Context: an optimization exercise on an open-source flow, tuned for small area and a short achievable clock period. The choices shown serve that exercise and are no tape-out recipe.
The RTL was checked by simulation tests, not by an equivalence proof against the original design.
Power and IR drop assume default switching activity.

==> run a <==
## conv_top
module conv_top (
	input  logic    clk,
	input  logic    rst_n,
	input  logic    filter_valid,
	input  logic    image_valid,
	input  conv_pkg::sample_t in_data,
	output logic    out_valid,
	output conv_pkg::result_t out_data
);
clock: 4.5 ns
lec_check: 0
abc_clock_period_in_ps: 2150
cap_margin: 20
core_margin: 2
core_utilization: 40
cts_buf_list: sky130_fd_sc_hd__clkbuf_16
cts_cluster_diameter: 120
cts_cluster_size: 30
place_density: 0.75
setup_slack_margin: 2.35
slew_margin: 20
synth_hierarchical: 1
run.sh (not shown) runs the stock make flow with config.mk's settings and CLKGATE_MAP_FILE= SYNTH_SCRIPT=/design/flow/synth_recipe.tcl, a recipe that flattens the netlist after the stock synthesis.
==> inputs of run b, as changes to run a <==
- CTS_CLUSTER_DIAMETER: 120 -> 150
- CTS_CLUSTER_SIZE: 30 -> 25
- PLACE_DENSITY: 0.75 -> unset
==> inputs of run c, as changes to run a <==
- ABC_CLOCK_PERIOD_IN_PS: 2150 -> 2050
- CTS_CLUSTER_DIAMETER: 120 -> 150
- CTS_CLUSTER_SIZE: 30 -> 25
- PLACE_DENSITY: 0.75 -> unset
- SETUP_SLACK_MARGIN: 2.35 -> 2.45
==> inputs of run d, as changes to run a <==
- ABC_CLOCK_PERIOD_IN_PS: 2150 -> 2250
- CTS_CLUSTER_DIAMETER: 120 -> 150
- CTS_CLUSTER_SIZE: 30 -> 25
- PLACE_DENSITY: 0.75 -> unset
- SETUP_SLACK_MARGIN: 2.35 -> 2.25
==> comparison table <==
metric	run c	run b	run a	run d
Fraction of final layout cells sized beyond drive strength 1	12.7%	8.37%	8.04%	5.75%
Power density of the placed cells	784 nW/um^2	783 nW/um^2	787 nW/um^2	786 nW/um^2
Cell count along the critical path	7	5	6	5
Net switching component of the power	5860 uW	5770 uW	5800 uW	5710 uW
Data buffer area share	3.16%	2.64%	2.29%	2.12%
Worst setup path end	u_horizontal_filter.out_data[14]	u_horizontal_filter.rt_s1[61]	u_horizontal_filter.rt_s1[41]	u_horizontal_filter.rt_s1[35]
Clk Latency, worst-skew pair	560 ps	560 ps	550 ps	550 ps
DRC marker count from the first detailed-route iteration	475	603	659	492
Launch instance of the worst min-delay path	u_vertical_filter.cs[7]	u_horizontal_filter.rt_s1[3]	u_horizontal_filter.rt_s1[2]	u_vertical_filter.cs[6]
Power share of the clock group	13.0%	13.2%	13.0%	13.4%
Count of placed standard cells in the final layout, fillers left out	1918	1902	1893	1888
Final weighted congestion in routability-driven placement	0.837	0.825	0.869	0.828
Reg-to-reg setup timing slack	2450 ps	2410 ps	2400 ps	2310 ps
Result of the run	timing/DRC/antenna clean	timing/DRC/antenna clean	timing/DRC/antenna clean	timing/DRC/antenna clean
Peak per-stage delay on the critical path	550 ps	530 ps	500 ps	540 ps
Pre-antenna DRT Iters	4	5	7	6
Count of cells along the worst register-to-register path	7	5	6	5
Endpoint required time on the critical path	4950 ps	4940 ps	4940 ps	4950 ps
Amount of wire on met2 after detailed routing	15800 um	15300 um	15200 um	15300 um
Register clock-pin slew on the reported worst setup and hold paths	100 ps	110 ps	110 ps	100 ps
Max frequency	489 MHz	477 MHz	477 MHz	458 MHz
Met1 routing resource usage after global routing	19.6%	19.4%	18.1%	19.6%
Detailed route wirelength on metal3	1210 um	1210 um	1480 um	1200 um
Worst hold endpoint	u_horizontal_filter.win[3][7]	u_horizontal_filter.rt_s2[3]	u_horizontal_filter.rt_s2[2]	u_horizontal_filter.win[3][6]
Per-cell routed wire length	17.2 um	16.8 um	16.3 um	17.0 um

* * *

==> trial 57 <==
conv_top, a different RTL version from the one above (not shown whole).
export LEC_CHECK = 0
export ABC_CLOCK_PERIOD_IN_PS = 2050
export CAP_MARGIN = 20
export CORE_MARGIN = 2
export CORE_UTILIZATION = 40
export CTS_BUF_LIST = sky130_fd_sc_hd__clkbuf_16
export CTS_CLUSTER_DIAMETER = 150
export CTS_CLUSTER_SIZE = 25
export SETUP_SLACK_MARGIN = 2.65
export SLEW_MARGIN = 20
export SYNTH_HIERARCHICAL = 1
create_clock -name core_clock -period 4.5 [get_ports {clk}]
==> inputs of build 77, as changes to trial 57 <==
Settings changed: CORE_UTILIZATION 40 to 50, SETUP_SLACK_MARGIN 2.65 to 2.55.
==> inputs of trial 74, as changes to trial 57 <==
Settings changed: SETUP_SLACK_MARGIN 2.65 to 2.5.
==> flow_summary_export.csv <==
group,metric,value,unit
run_status,outcome,"timing/DRC/antenna clean",
cells_and_area,layout-drive-gt1-share,21.8,%
pwr,power.internal,9400,uW
pwr,seqPwrFrac,40.3,%
worst_hold_path,hold_path_end,"u_vertical_filter.ct_s1[2]",
route,dr.pass1.iters,4,
critical_path,reg2reg_to,"u_horizontal_filter.rt_s2[6]",
pwr,power,14700,uW
timing,clock_skew,29.8,ps
critical_path,cp.arrival,1050,ps
critical_path,criticalPathCategory,"reg -> out",
floorplanning,initial_core_util,40.4,%
the above is filed under trial 57

==> flow_summary_export.csv <==
group,metric,value,unit
route,ant_nets,0,
critical_path,reg2reg_to,"u_horizontal_filter.rt_s1[6]",
cells_and_area,seqCellArea,9880,um2
route,dr.pass1.iters,5,
worst_hold_path,hold_path_end,"u_vertical_filter.ct_s1[0]",
pwr,power.internal,9000,uW
pwr,seqPwrFrac,42.0,%
run_status,outcome,"timing/DRC/antenna clean",
cells_and_area,layout-drive-gt1-share,11.4,%
pwr,power,14100,uW
pwr,powerComb,6180,uW
floorplanning,initial_core_util,40.4,%
critical_path,criticalPathCategory,"in -> reg",
critical_path,cp.arrival,2430,ps
the above is filed under trial 74

==> flow_summary_export.csv <==
group,metric,value,unit
pwr,seqPwrFrac,41.5,%
critical_path,cp.arrival,1030,ps
critical_path,criticalPathCategory,"reg -> out",
route,dr.pass1.iters,5,
run_status,outcome,"timing/DRC/antenna clean",
timing,clock_skew,22.6,ps
critical_path,reg2reg_to,"u_horizontal_filter.rt_s1[6]",
pwr,power.internal,9110,uW
worst_hold_path,hold_path_end,"u_horizontal_filter.rt_s2[27]",
the above is filed under build 77

==> what the ideal ports hide <==
The results above use ideal ports. As a check the final layouts listed here were re-extracted and re-timed, cells and wires unchanged. Step 1 assumes that a clkbuf_16 drives the clock port and a buf_2 every other input. Step 2 times the ports against the registers' clock, not the clock port: input delays grow and output delays shrink by t, the midpoint of the rising clock arrivals with the driver on. Three values: ideal ports, drivers, drivers and shift; two values: the first two.
run | t, ns | setup WS [ns] | slew at the worst register clock pin (ns) | pins driven straight from the clock port
run a | 0.587 | 2.405 / 2.373 / 1.863 | 0.12 / 0.12 | 1
run b | 0.601 | 2.405 / 2.372 / 1.905 | 0.11 / 0.11 | 1
run c | 0.599 | 2.453 / 2.443 / 1.940 | 0.10 / 0.10 | 1
run d | 0.599 | 2.315 / 2.315 / 1.877 | 0.10 / 0.10 | 1
trial 57 | 0.598 | 2.553 / 2.503 / 2.089 | 0.11 / 0.11 | 1
build 77 | 0.577 | 2.568 / 2.517 / 2.060 | 0.11 / 0.11 | 1
trial 74 | 0.601 | 2.541 / 2.506 / 1.965 | 0.10 / 0.10 | 1
After both steps every run listed still meets setup and hold. The setup slack of trial 74, which loses most, moves by -0.035 ns with the drivers and by -0.576 ns with both steps.
